Background: an optimization exercise with open tools, aiming at small area, a short achievable clock period and few clock cycles per item. Do not read the settings as production practice.
Only simulation tests tie the RTL to the original design; equivalence was not proved.

==> flow/design.v <==
package jac_pkg;
    localparam int ADC_BITS_DEF = 10;
    localparam int DIGITS  = 7;
    localparam int CNT_W   = $clog2(DIGITS);
    localparam int PCT_W   = 7;
    localparam int SPD_W   = 8;
    localparam int FACT_W  = 15;     
    localparam int PROD_W  = 22;     
    localparam int RCP_IN_W = 14;    
    localparam int RCP_K_W = 13;
    localparam int RCP_W   = RCP_IN_W + RCP_K_W;
    localparam int RCP_SH  = 19;
    localparam logic [PCT_W-1:0]    PCT_FULL   = 7'd100;
    localparam logic [PROD_W-1:0]   SAT_LIM    = 22'd12800;   
    localparam logic [RCP_K_W-1:0]  RCP_K      = 13'd5243;    
    localparam logic [PCT_W-1:0]    SPEED_MAX  = 7'd127;
    localparam logic [6:0]          TICK_MAX   = 7'd127;
    localparam logic [6:0]          INTERVAL_RESET = 7'd100;
    localparam logic [SPD_W-1:0]    INTERVAL_BASE  = 8'd100;
    localparam logic signed [SPD_W-1:0] DIR_THRESH = 8'sd5;
    localparam logic [7:0] MAX_SPEED_RESET = 8'd2;
    localparam logic [7:0] SPEED_DIV_RESET = 8'd20;
    localparam int NUM_AXES = 4;
    localparam int OUT_W    = 40;
    typedef enum logic [2:0] {
        REG_X_ORIGIN,
        REG_Y_ORIGIN,
        REG_X2_ORIGIN,
        REG_Y2_ORIGIN,
        REG_AXIS_MIN,
        REG_AXIS_MAX,
        REG_MAX_SPEED,
        REG_SPEED_DIV
    } cfg_reg_t;
    typedef enum logic [3:0] {
        ST_IDLE,
        ST_LOAD,
        ST_PCT,
        ST_MUL,
        ST_QDIV,
        ST_FIN1,
        ST_FIN2,
        ST_DIR,
        ST_WRITE
    } state_t;
    typedef struct packed {
        logic load;
        logic pct_step;
        logic mul;
        logic q_step;
        logic fin1;
        logic fin2;
    } lane_ctrl_t;
endpackage
import jac_pkg::*;
module jac_axis_lane #(
    parameter int ADC_BITS = jac_pkg::ADC_BITS_DEF
) (
    input  logic                           clk,
    input  jac_pkg::lane_ctrl_t            ctrl,
    input  logic [ADC_BITS-1:0]            sample,
    input  logic [ADC_BITS-1:0]            origin,
    input  logic [ADC_BITS-1:0]            axis_min,
    input  logic [ADC_BITS-1:0]            axis_max,
    input  logic [7:0]                     max_speed,
    input  logic [7:0]                     divisor,
    output logic [jac_pkg::SPD_W-1:0]      speed
);
    localparam int REM_W = ADC_BITS + 7;
    localparam int DSH_W = ADC_BITS + 6;
    logic                 neg_reg, neg_next;
    logic                 zero_reg, zero_next;
    logic                 clamp_reg, clamp_next;
    logic [REM_W-1:0]     rem_reg, rem_next;
    logic [DSH_W-1:0]     dsh_reg, dsh_next;
    logic [PCT_W-1:0]     quo_reg, quo_next;
    logic [FACT_W-1:0]    fact_reg, fact_next;
    logic [PCT_W-1:0]     rem2_reg, rem2_next;
    logic [13:0]          dsh2_reg, dsh2_next;
    logic [PROD_W-1:0]    acc_reg, acc_next;
    logic                 sat_reg, sat_next;
    logic [RCP_W-1:0]     rcp_reg, rcp_next;
    logic [SPD_W-1:0]     speed_reg, speed_next;
    logic                 neg;
    logic [ADC_BITS-1:0]  delta;
    logic [ADC_BITS:0]    span;
    logic                 span_ok;
    logic                 ge1, ge2;
    logic [PCT_W-1:0]     pct;
    logic [PCT_W-1:0]     mag;
    always_comb
    begin
        neg     = sample < origin;
        delta   = neg ? (origin - sample) : (sample - origin);
        span    = neg ? ({1'b0, origin} - {1'b0, axis_min})
                      : ({1'b0, axis_max} - {1'b0, origin});
        span_ok = !span[ADC_BITS] && (span[ADC_BITS-1:0] != '0);
        ge1     = rem_reg >= REM_W'(dsh_reg);
        ge2     = {7'd0, rem2_reg} >= dsh2_reg;
        pct     = zero_reg ? '0 : (clamp_reg ? PCT_FULL : quo_reg);
        mag     = sat_reg ? SPEED_MAX : rcp_reg[RCP_SH +: PCT_W];
    end
    always_comb
    begin
        neg_next   = neg_reg;
        zero_next  = zero_reg;
        clamp_next = clamp_reg;
        rem_next   = rem_reg;
        dsh_next   = dsh_reg;
        quo_next   = quo_reg;
        fact_next  = fact_reg;
        rem2_next  = rem2_reg;
        dsh2_next  = dsh2_reg;
        acc_next   = acc_reg;
        sat_next   = sat_reg;
        rcp_next   = rcp_reg;
        speed_next = speed_reg;
        if (ctrl.load)
        begin
            neg_next   = neg;
            zero_next  = (sample == origin) || !span_ok;
            clamp_next = delta >= span[ADC_BITS-1:0];
            rem_next   = REM_W'({delta, 6'd0}) + REM_W'({delta, 5'd0})
                       + REM_W'({delta, 2'd0});
            dsh_next   = {span[ADC_BITS-1:0], 6'd0};
            quo_next   = '0;
        end
        else if (ctrl.pct_step)
        begin
            if (ge1)
                rem_next = rem_reg - REM_W'(dsh_reg);
            dsh_next = dsh_reg >> 1;
            quo_next = {quo_reg[PCT_W-2:0], ge1};
        end
        else if (ctrl.mul)
        begin
            fact_next = FACT_W'(pct) * FACT_W'(max_speed);
            rem2_next = pct;
            dsh2_next = {divisor, 6'd0};
            acc_next  = '0;
        end
        else if (ctrl.q_step)
        begin
            if (ge2)
                rem2_next = rem2_reg - dsh2_reg[PCT_W-1:0];
            dsh2_next = dsh2_reg >> 1;
            acc_next  = {acc_reg[PROD_W-2:0], 1'b0}
                      + (ge2 ? PROD_W'(fact_reg) : '0);
        end
        else if (ctrl.fin1)
        begin
            sat_next = acc_reg >= SAT_LIM;
            rcp_next = RCP_W'(acc_reg[RCP_IN_W-1:0]) * RCP_W'(RCP_K);
        end
        else if (ctrl.fin2)
        begin
            speed_next = neg_reg ? SPD_W'(-{1'b0, mag}) : {1'b0, mag};
        end
    end
    always_ff @(posedge clk)
    begin
        neg_reg   <= neg_next;
        zero_reg  <= zero_next;
        clamp_reg <= clamp_next;
        rem_reg   <= rem_next;
        dsh_reg   <= dsh_next;
        quo_reg   <= quo_next;
        fact_reg  <= fact_next;
        rem2_reg  <= rem2_next;
        dsh2_reg  <= dsh2_next;
        acc_reg   <= acc_next;
        sat_reg   <= sat_next;
        rcp_reg   <= rcp_next;
        speed_reg <= speed_next;
    end
    assign speed = speed_reg;
endmodule
import jac_pkg::*;
module joystick_axes_to_cursor_motion_unit #(
    parameter int ADC_BITS = jac_pkg::ADC_BITS_DEF
) (
    input  logic                          clk,
    input  logic                          rst_n,
    input  logic                          s_axis_tvalid,
    output logic                          s_axis_tready,
    input  logic [((4*ADC_BITS+8)/8)*8-1:0] s_axis_tdata,
    output logic                          m_axis_tvalid,
    input  logic                          m_axis_tready,
    output logic [jac_pkg::OUT_W-1:0]     m_axis_tdata,
    input  logic                          cfg_we,
    input  logic [2:0]                    cfg_addr,
    input  logic [(ADC_BITS > 8 ? ADC_BITS : 8)-1:0] cfg_data
);
    localparam logic [ADC_BITS-1:0] ORIGIN_RESET = ADC_BITS'(1) << (ADC_BITS - 1);
    localparam logic [ADC_BITS-1:0] AXIS_TOP     = '1;
    jac_pkg::state_t               state_reg, state_next;
    logic [CNT_W-1:0]     cnt_reg, cnt_next;
    logic [6:0]           ticks_reg, ticks_next;
    logic [6:0]           interval_reg, interval_next;
    logic [ADC_BITS-1:0]  origin_reg [NUM_AXES];
    logic [ADC_BITS-1:0]  amin_reg, amax_reg;
    logic [7:0]           max_speed_reg, speed_div_reg;
    logic [ADC_BITS-1:0]  smp_reg [NUM_AXES];
    logic                 pressed_reg;
    logic                 updated_reg;
    logic signed [SPD_W-1:0] v_reg, v_next, w_reg, w_next;
    logic                 out_valid_reg, out_valid_next;
    logic [OUT_W-1:0]     out_data_reg;
    jac_pkg::lane_ctrl_t           ctrl;
    logic                 in_fire, out_load;
    logic [SPD_W-1:0]     lane_speed [NUM_AXES];
    logic [7:0]           div_eff;
    logic [6:0]           ticks_inc;
    logic                 report;
    logic [15:0]          vprod, wprod;
    logic signed [SPD_W-1:0] m_sel;
    logic [SPD_W-1:0]     m_mag;
    logic [SPD_W-1:0]     spd [NUM_AXES];
    assign div_eff   = (speed_div_reg == 8'd0) ? 8'd1 : speed_div_reg;
    assign ticks_inc = (ticks_reg == TICK_MAX) ? TICK_MAX : ticks_reg + 7'd1;
    assign report    = ticks_inc > interval_reg;
    assign in_fire   = s_axis_tvalid && s_axis_tready;
    generate
        for (genvar i = 0; i < NUM_AXES; i++)
        begin : g_lane
            jac_axis_lane #(
                .ADC_BITS (ADC_BITS)
            ) u_lane (
                .clk       (clk),
                .ctrl      (ctrl),
                .sample    (smp_reg[i]),
                .origin    (origin_reg[i]),
                .axis_min  (amin_reg),
                .axis_max  (amax_reg),
                .max_speed (max_speed_reg),
                .divisor   (div_eff),
                .speed     (lane_speed[i])
            );
            assign spd[i] = updated_reg ? lane_speed[i] : '0;
        end
    endgenerate
    always_comb
    begin
        state_next = state_reg;
        unique case (state_reg)
            ST_IDLE:  if (s_axis_tvalid) state_next = report ? ST_LOAD : ST_WRITE;
            ST_LOAD:  state_next = ST_PCT;
            ST_PCT:   if (cnt_reg == '0) state_next = ST_MUL;
            ST_MUL:   state_next = ST_QDIV;
            ST_QDIV:  if (cnt_reg == '0) state_next = ST_FIN1;
            ST_FIN1:  state_next = ST_FIN2;
            ST_FIN2:  state_next = ST_DIR;
            ST_DIR:   state_next = ST_WRITE;
            ST_WRITE: if (!out_valid_reg || m_axis_tready) state_next = ST_IDLE;
            default:  state_next = ST_IDLE;
        endcase
    end
    always_comb
    begin
        ctrl          = '0;
        s_axis_tready = 1'b0;
        out_load      = 1'b0;
        cnt_next      = cnt_reg;
        unique case (state_reg)
            ST_IDLE:  s_axis_tready = 1'b1;
            ST_LOAD:
            begin
                ctrl.load = 1'b1;
                cnt_next  = CNT_W'(DIGITS - 1);
            end
            ST_PCT:
            begin
                ctrl.pct_step = 1'b1;
                cnt_next      = cnt_reg - CNT_W'(1);
            end
            ST_MUL:
            begin
                ctrl.mul = 1'b1;
                cnt_next = CNT_W'(DIGITS - 1);
            end
            ST_QDIV:
            begin
                ctrl.q_step = 1'b1;
                cnt_next    = cnt_reg - CNT_W'(1);
            end
            ST_FIN1:  ctrl.fin1 = 1'b1;
            ST_FIN2:  ctrl.fin2 = 1'b1;
            ST_DIR:   ;
            ST_WRITE: out_load = !out_valid_reg || m_axis_tready;
            default:  ;
        endcase
    end
    always_comb
    begin
        vprod   = 16'(lane_speed[0]) * 16'(div_eff);
        wprod   = 16'(lane_speed[1]) * 16'(div_eff);
        v_next  = v_reg;
        w_next  = w_reg;
        if (in_fire)
        begin
            v_next = '0;
            w_next = '0;
        end
        else if (state_reg == ST_DIR)
        begin
            v_next = vprod[7:0];
            w_next = wprod[7:0];
        end
        m_sel = (v_reg != '0) ? v_reg : w_reg;
        m_mag = m_sel[SPD_W-1] ? SPD_W'(-m_sel) : m_sel;
        interval_next = interval_reg;
        if (out_load && (v_reg != '0 || w_reg != '0))
            interval_next = (m_mag >= INTERVAL_BASE) ? 7'd1
                                                     : 7'(INTERVAL_BASE - m_mag);
        ticks_next = ticks_reg;
        if (in_fire)
            ticks_next = report ? 7'd0 : ticks_inc;
        out_valid_next = out_valid_reg;
        if (out_load)
            out_valid_next = 1'b1;
        else if (m_axis_tready)
            out_valid_next = 1'b0;
    end
    always_ff @(posedge clk or negedge rst_n)
    begin
        if (!rst_n)
        begin
            state_reg     <= ST_IDLE;
            cnt_reg       <= '0;
            ticks_reg     <= '0;
            interval_reg  <= INTERVAL_RESET;
            out_valid_reg <= 1'b0;
            for (int i = 0; i < NUM_AXES; i++)
                origin_reg[i] <= ORIGIN_RESET;
            amin_reg      <= '0;
            amax_reg      <= AXIS_TOP;
            max_speed_reg <= MAX_SPEED_RESET;
            speed_div_reg <= SPEED_DIV_RESET;
        end
        else
        begin
            state_reg     <= state_next;
            cnt_reg       <= cnt_next;
            ticks_reg     <= ticks_next;
            interval_reg  <= interval_next;
            out_valid_reg <= out_valid_next;
            if (cfg_we)
            begin
                unique case (cfg_addr)
                    REG_X_ORIGIN:  origin_reg[0] <= cfg_data[ADC_BITS-1:0];
                    REG_Y_ORIGIN:  origin_reg[1] <= cfg_data[ADC_BITS-1:0];
                    REG_X2_ORIGIN: origin_reg[2] <= cfg_data[ADC_BITS-1:0];
                    REG_Y2_ORIGIN: origin_reg[3] <= cfg_data[ADC_BITS-1:0];
                    REG_AXIS_MIN:  amin_reg      <= cfg_data[ADC_BITS-1:0];
                    REG_AXIS_MAX:  amax_reg      <= cfg_data[ADC_BITS-1:0];
                    REG_MAX_SPEED: max_speed_reg <= cfg_data[7:0];
                    REG_SPEED_DIV: speed_div_reg <= cfg_data[7:0];
                    default:       ;
                endcase
            end
        end
    end
    always_ff @(posedge clk)
    begin
        v_reg <= v_next;
        w_reg <= w_next;
        if (in_fire)
        begin
            for (int i = 0; i < NUM_AXES; i++)
                smp_reg[i] <= s_axis_tdata[i*ADC_BITS +: ADC_BITS];
            pressed_reg <= !s_axis_tdata[NUM_AXES*ADC_BITS];
            updated_reg <= report;
        end
        if (out_load)
            out_data_reg <= {2'b00, updated_reg, pressed_reg,
                             w_reg < -DIR_THRESH, w_reg > DIR_THRESH,
                             v_reg < -DIR_THRESH, v_reg > DIR_THRESH,
                             spd[3], spd[2], spd[1], spd[0]};
    end
    assign m_axis_tvalid = out_valid_reg;
    assign m_axis_tdata  = out_data_reg;
endmodule
==> flow/run.sh <==
#!/bin/bash
# synth_recipe.tcl (not shown) runs the flow's synth.tcl, then flattens the netlist and writes it again
# the make line also repeats each setting of config.mk as NAME=value (left out here)
make -C /OpenROAD-flow-scripts/flow DESIGN_CONFIG=/design/flow/config.mk WORK_HOME=/design/flow/orfs CLKGATE_MAP_FILE= SYNTH_SCRIPT=/design/flow/synth_recipe.tcl finish
==> flow/config.mk <==
export PLATFORM = sky130hd
export DESIGN_NAME = joystick_axes_to_cursor_motion_unit
export DESIGN_NICKNAME = joystick_axes_to_cursor_motion_unit
export VERILOG_FILES = /design/flow/design.v
export SDC_FILE = /design/flow/constraint.sdc
export NUM_CORES = 4
export LEC_CHECK = 0
export CAP_MARGIN = 20
export CORE_MARGIN = 2
export CORE_UTILIZATION = 40
export SLEW_MARGIN = 20
==> flow/constraint.sdc <==
create_clock -name core_clock -period 8.0 [get_ports {clk}]
set_input_delay 1.6000 -clock core_clock [delete_from_list [all_inputs] [get_ports {clk}]]
set_output_delay 1.6000 -clock core_clock [all_outputs]
set_load 0.01 [all_outputs]
==> run notes <==
- The H-tree generated during clock tree synthesis spans 3 levels.
- Root buffer cell: sky130_fd_sc_hd__clkbuf_16
- Register area share after synthesis: 0.273
* Critical path class: flop to flop
- Synthesis produced 6,666 cells.
- Fraction of synthesized cell area taken by the top area cell type: 0.213
* Warnings from Yosys: 9
- Post-CTS setup repair buffer count: 0
- During I/O placement, the number of pins put on the boundary was 108.
- Entering global routing, the biggest net connects 106 pins.
- Die extent in x: 404 um
* Crit start category: flop
* RePlAce Congestion: 0.892
- Number of register bits inferred by synthesis: 620
- The count of buffers added on input and output ports is 98.
* Initial DRC count: 2,711
- After synthesis, the cell types taking the most area are sky130_fd_sc_hd__edfxtp_1 (21%), sky130_fd_sc_hd__ha_1 (20%), sky130_fd_sc_hd__fa_1 (14%), sky130_fd_sc_hd__inv_1 (5.5%), sky130_fd_sc_hd__xnor2_1 (3.8%).
- In this run, CTS created clock tree buffers numbering 77.
* Global-route wire length before repair: 245,000 um
- For the final database, setup skew stands at 0.0352 ns.
- The floorplan step defined a die boundary enclosing 163,000 um2.
* PostCTS Resize Cnt: 0
- Effective utilization at floorplan: 0.403
- Counting flops with a built-in enable in the synthesized netlist gives 454.
* Cell area after synthesis: 63,900 um2
- Final hold violations: 0
* Total global-route track usage: 0.185
* Drt first pass iters: 6
- After clock tree synthesis, the clock-pin slew on the worst setup and hold paths is 0.06 ns.
* Residual DRC: 0
* Remaining antenna violation count: 0
* Layout cells sized above 1: 0.0468
- Number of global-route vias before repair: 46,453
- The placed instances occupy a cell area of 67,100 um2.
- Final HPWL from detailed placement: 116,000 um
- The min-delay analysis places its worst path in the category flop to flop.
- Routed via count: 46,494
- The core region is 159,000 um2.
- Final Routed Wirelength: 149,000 um
- Using the TritonRoute via totals, the vias-per-cell ratio works out to 5.27.
- Number of nets in the layout: 8,189
- Final Instance Area: 69,700 um2
- Fin crit period: 6.15 ns
* Cell type contributing the most total cell area after synthesis: sky130_fd_sc_hd__edfxtp_1
* Number of buffers on the longest clock path: 3
* Status: timing/DRC/antenna clean
- Data required time at the worst endpoint: 8.39 ns
- For this run, the leading register cell type out of synthesis is sky130_fd_sc_hd__edfxtp_1.
* Final worst path period share: 0.769
- In this run the core area contains 146 standard-cell rows.
- Setup Total Neg Slack: 0 ns
* Share of flip-flops with an asynchronous set or reset: 0.158
* Post-synthesis area per instance: 9.59 um2
* Slew of the pin with the lowest slew margin: 1.06 ns
* Largest register FFs: 88
- The number of antenna violations at the first check in global routing was 3.
- Hold repair after CTS inserted 0 buffers.
* Setup violations, final: 0
* Worst-Skew Late Latency: 0.68 ns
- In this run the vertical extent of the chip is 404 um.
- Global routing finished with a remaining overflow of 0.
- Pins Over Slew Limit: 0
* Cell variety after synth: 103
- Arrival time of data at the critical path endpoint: 6.54 ns
- TritonCTS built the clock tree.
* Critical path capture point type: flop
- Largest fanout on the critical path: 21
- Based on the critical path, the design can be clocked at up to 163 MHz.
- Total number of clock tree sinks: 620
- Number of antenna diodes: 0
* Max-capacitance violation count: 0
- From synthesis to final layout, the design area changed by 9.05%.
* Worst slew margin relative to its limit: 0.294
* Routed length per instance: 16.9 um
* Unrepaired setup endpoints after global routing: false
## metrics by stage
step	instances	util	hold slack (ns)	worst slack [ns]
finish	8830	0.439	0.426	1.85
floorplan	6667	-	0.400	2.72
detailed placement	8688	0.423	0.415	1.91
global placement	8687	0.423	0.406	2.01
CTS	8830	0.439	0.430	1.87
global route	8830	0.439	0.438	1.44
## cells by family (layout without fill, tap and decap cells)
| family | Yosys count | after routing | synth area share |
|---|---|---|---|
| flops | 620 | 620 | 0.273 |
| fa+ha+maj | 1430 | 1430 | 0.331 |
| xor+xnor | 404 | 404 | 0.0554 |
| simple gates | 1844 | 1844 | 0.142 |
| buf+inv | 1118 | 1209 | 0.0669 |
| mux | 93 | 93 | 0.0155 |
| other cells | 1 | 2 | 0.0000587 |
| compound gates | 1156 | 1156 | 0.116 |
## path summary, 6_finish.rpt
path | to | startpoint | slack (ns) | cells past startpoint
hold / removal | m_axis_tdata[36] | pressed_reg | 0.43 | 0
setup reg to reg | g_lane[3].u_lane.rem_reg[15] | origin_reg[3][1] | 1.85 | 21
max in group asynchronous | max_speed_reg[6] | rst_n | 5.85 | 2
setup / recovery | g_lane[3].u_lane.rem_reg[15] | origin_reg[3][1] | 1.85 | 21
min in group asynchronous | origin_reg[2][5] | rst_n | 0.90 | 1
hold reg to reg | m_axis_tdata[36] | pressed_reg | 0.43 | 0
## Yosys cell counts (all sizes together) (26+ instances only)
master and n:
nand3 119, or3 43, a31o 27, nor2b 78, o21bai 28, a21o 98
o22ai 38, a31oi 33, a211oi 40, and2 231, nand4 33, buf 46
nand2b 41, edfxtp 454, clkbuf 138, ha 996, inv 933, o21a 56
mux2i 50, a21oi 369, o211ai 40, fa 432, o31ai 26, dfrtp 78
mux2 43, and3 149, nor2 395, o21ai 245, dfxtp 68, nand2 521
nor4 29, xor2 129, xnor2 275, nor3 127
## critical path, cell delays in order, from the launching register on
cell,delay [ns]
sky130_fd_sc_hd__dfrtp_1,0.49
sky130_fd_sc_hd__inv_1,0.19
sky130_fd_sc_hd__fa_1,0.51
sky130_fd_sc_hd__a211oi_1,0.29
sky130_fd_sc_hd__o21a_1,0.25
sky130_fd_sc_hd__o31ai_4,0.08
sky130_fd_sc_hd__buf_4,0.24
sky130_fd_sc_hd__inv_2,0.35
sky130_fd_sc_hd__mux2i_1,0.13
sky130_fd_sc_hd__a211o_1,0.37
sky130_fd_sc_hd__a21boi_0,0.21
sky130_fd_sc_hd__o21ai_1,0.13
sky130_fd_sc_hd__xnor2_1,0.35
sky130_fd_sc_hd__ha_1,0.30
sky130_fd_sc_hd__ha_1,0.34
sky130_fd_sc_hd__a21oi_1,0.22
sky130_fd_sc_hd__o21ai_0,0.15
sky130_fd_sc_hd__a2111o_1,0.44
sky130_fd_sc_hd__a31o_2,0.25
sky130_fd_sc_hd__a21oi_1,0.17
sky130_fd_sc_hd__xor2_1,0.28
sky130_fd_sc_hd__a21oi_1,0.11
## layout by cell type, fill, tap and decap left out, types with 39 or more instances in the layout
| cell type | instances |
|---|---|
| sky130_fd_sc_hd__a211oi_1 | 39 |
| sky130_fd_sc_hd__a21o_1 | 98 |
| sky130_fd_sc_hd__a21oi_1 | 364 |
| sky130_fd_sc_hd__and2_1 | 229 |
| sky130_fd_sc_hd__and3_1 | 148 |
| sky130_fd_sc_hd__clkbuf_16 | 79 |
| sky130_fd_sc_hd__clkdlybuf4s50_1 | 97 |
| sky130_fd_sc_hd__dfrtp_1 | 78 |
| sky130_fd_sc_hd__dfxtp_1 | 68 |
| sky130_fd_sc_hd__edfxtp_1 | 454 |
| sky130_fd_sc_hd__fa_1 | 432 |
| sky130_fd_sc_hd__ha_1 | 996 |
| sky130_fd_sc_hd__inv_1 | 928 |
| sky130_fd_sc_hd__mux2_2 | 42 |
| sky130_fd_sc_hd__mux2i_1 | 49 |
| sky130_fd_sc_hd__nand2_1 | 519 |
| sky130_fd_sc_hd__nand2b_1 | 41 |
| sky130_fd_sc_hd__nand3_1 | 118 |
| sky130_fd_sc_hd__nor2_1 | 392 |
| sky130_fd_sc_hd__nor2b_1 | 77 |
| sky130_fd_sc_hd__nor3_1 | 125 |
| sky130_fd_sc_hd__o211ai_1 | 39 |
| sky130_fd_sc_hd__o21a_1 | 55 |
| sky130_fd_sc_hd__o21ai_0 | 233 |
| sky130_fd_sc_hd__or3_1 | 40 |
| sky130_fd_sc_hd__xnor2_1 | 275 |
| sky130_fd_sc_hd__xor2_1 | 129 |
## final cells by class
cell class | count | area (um2)
fill | 15341 | 88900
multi-input combinational | 4929 | 42200
timing repair buffer | 133 | 1240
clock buffer | 97 | 2070
clock inverter | 45 | 546
inverter | 934 | 3510
tap | 2072 | 2590
sequential | 620 | 17500
## layer usage
| metal | wire length (um) | vias to the layer above | GRT usage |
|---|---|---|---|
| met5 | 9 | - | 0 |
| met4 | 3220 | 2 | 0.0410 |
| met3 | 5940 | 185 | 0.0226 |
| met2 | 69700 | 799 | 0.311 |
| met1 | 70500 | 22597 | 0.253 |
| li1 | - | 22911 | - |
Testbench counts, summed over its fixed seeds: cycles 79,631, items 25,600.

## separate check: timing with driven ports
How much do the figures lean on ideal ports? The routed layout below was timed once more, with nothing changed but the port constraints.
Step 1 assumes that a clkbuf_16 drives the clock port and a buf_2 every other input.
Step 2 times the ports against the registers' clock, not the clock port: input delays grow and output delays shrink by t, the midpoint of the rising clock arrivals with the driver on.
Three values: ideal, step 1, step 2; two values: the first two.
t (ns): 0.736
slack for setup (ns): 1.851 / 1.851 / 1.851
worst hold slack (ns): 0.426 / 0.426 / 0.426
latest minus earliest clock arrival (ns): 0.039 / 0.039
worst slew at a driven data input, ns: 0.04
After both steps this run still meets setup and hold. The setup slack of this run moves by 0.000 ns with the drivers and by 0.000 ns with both steps.
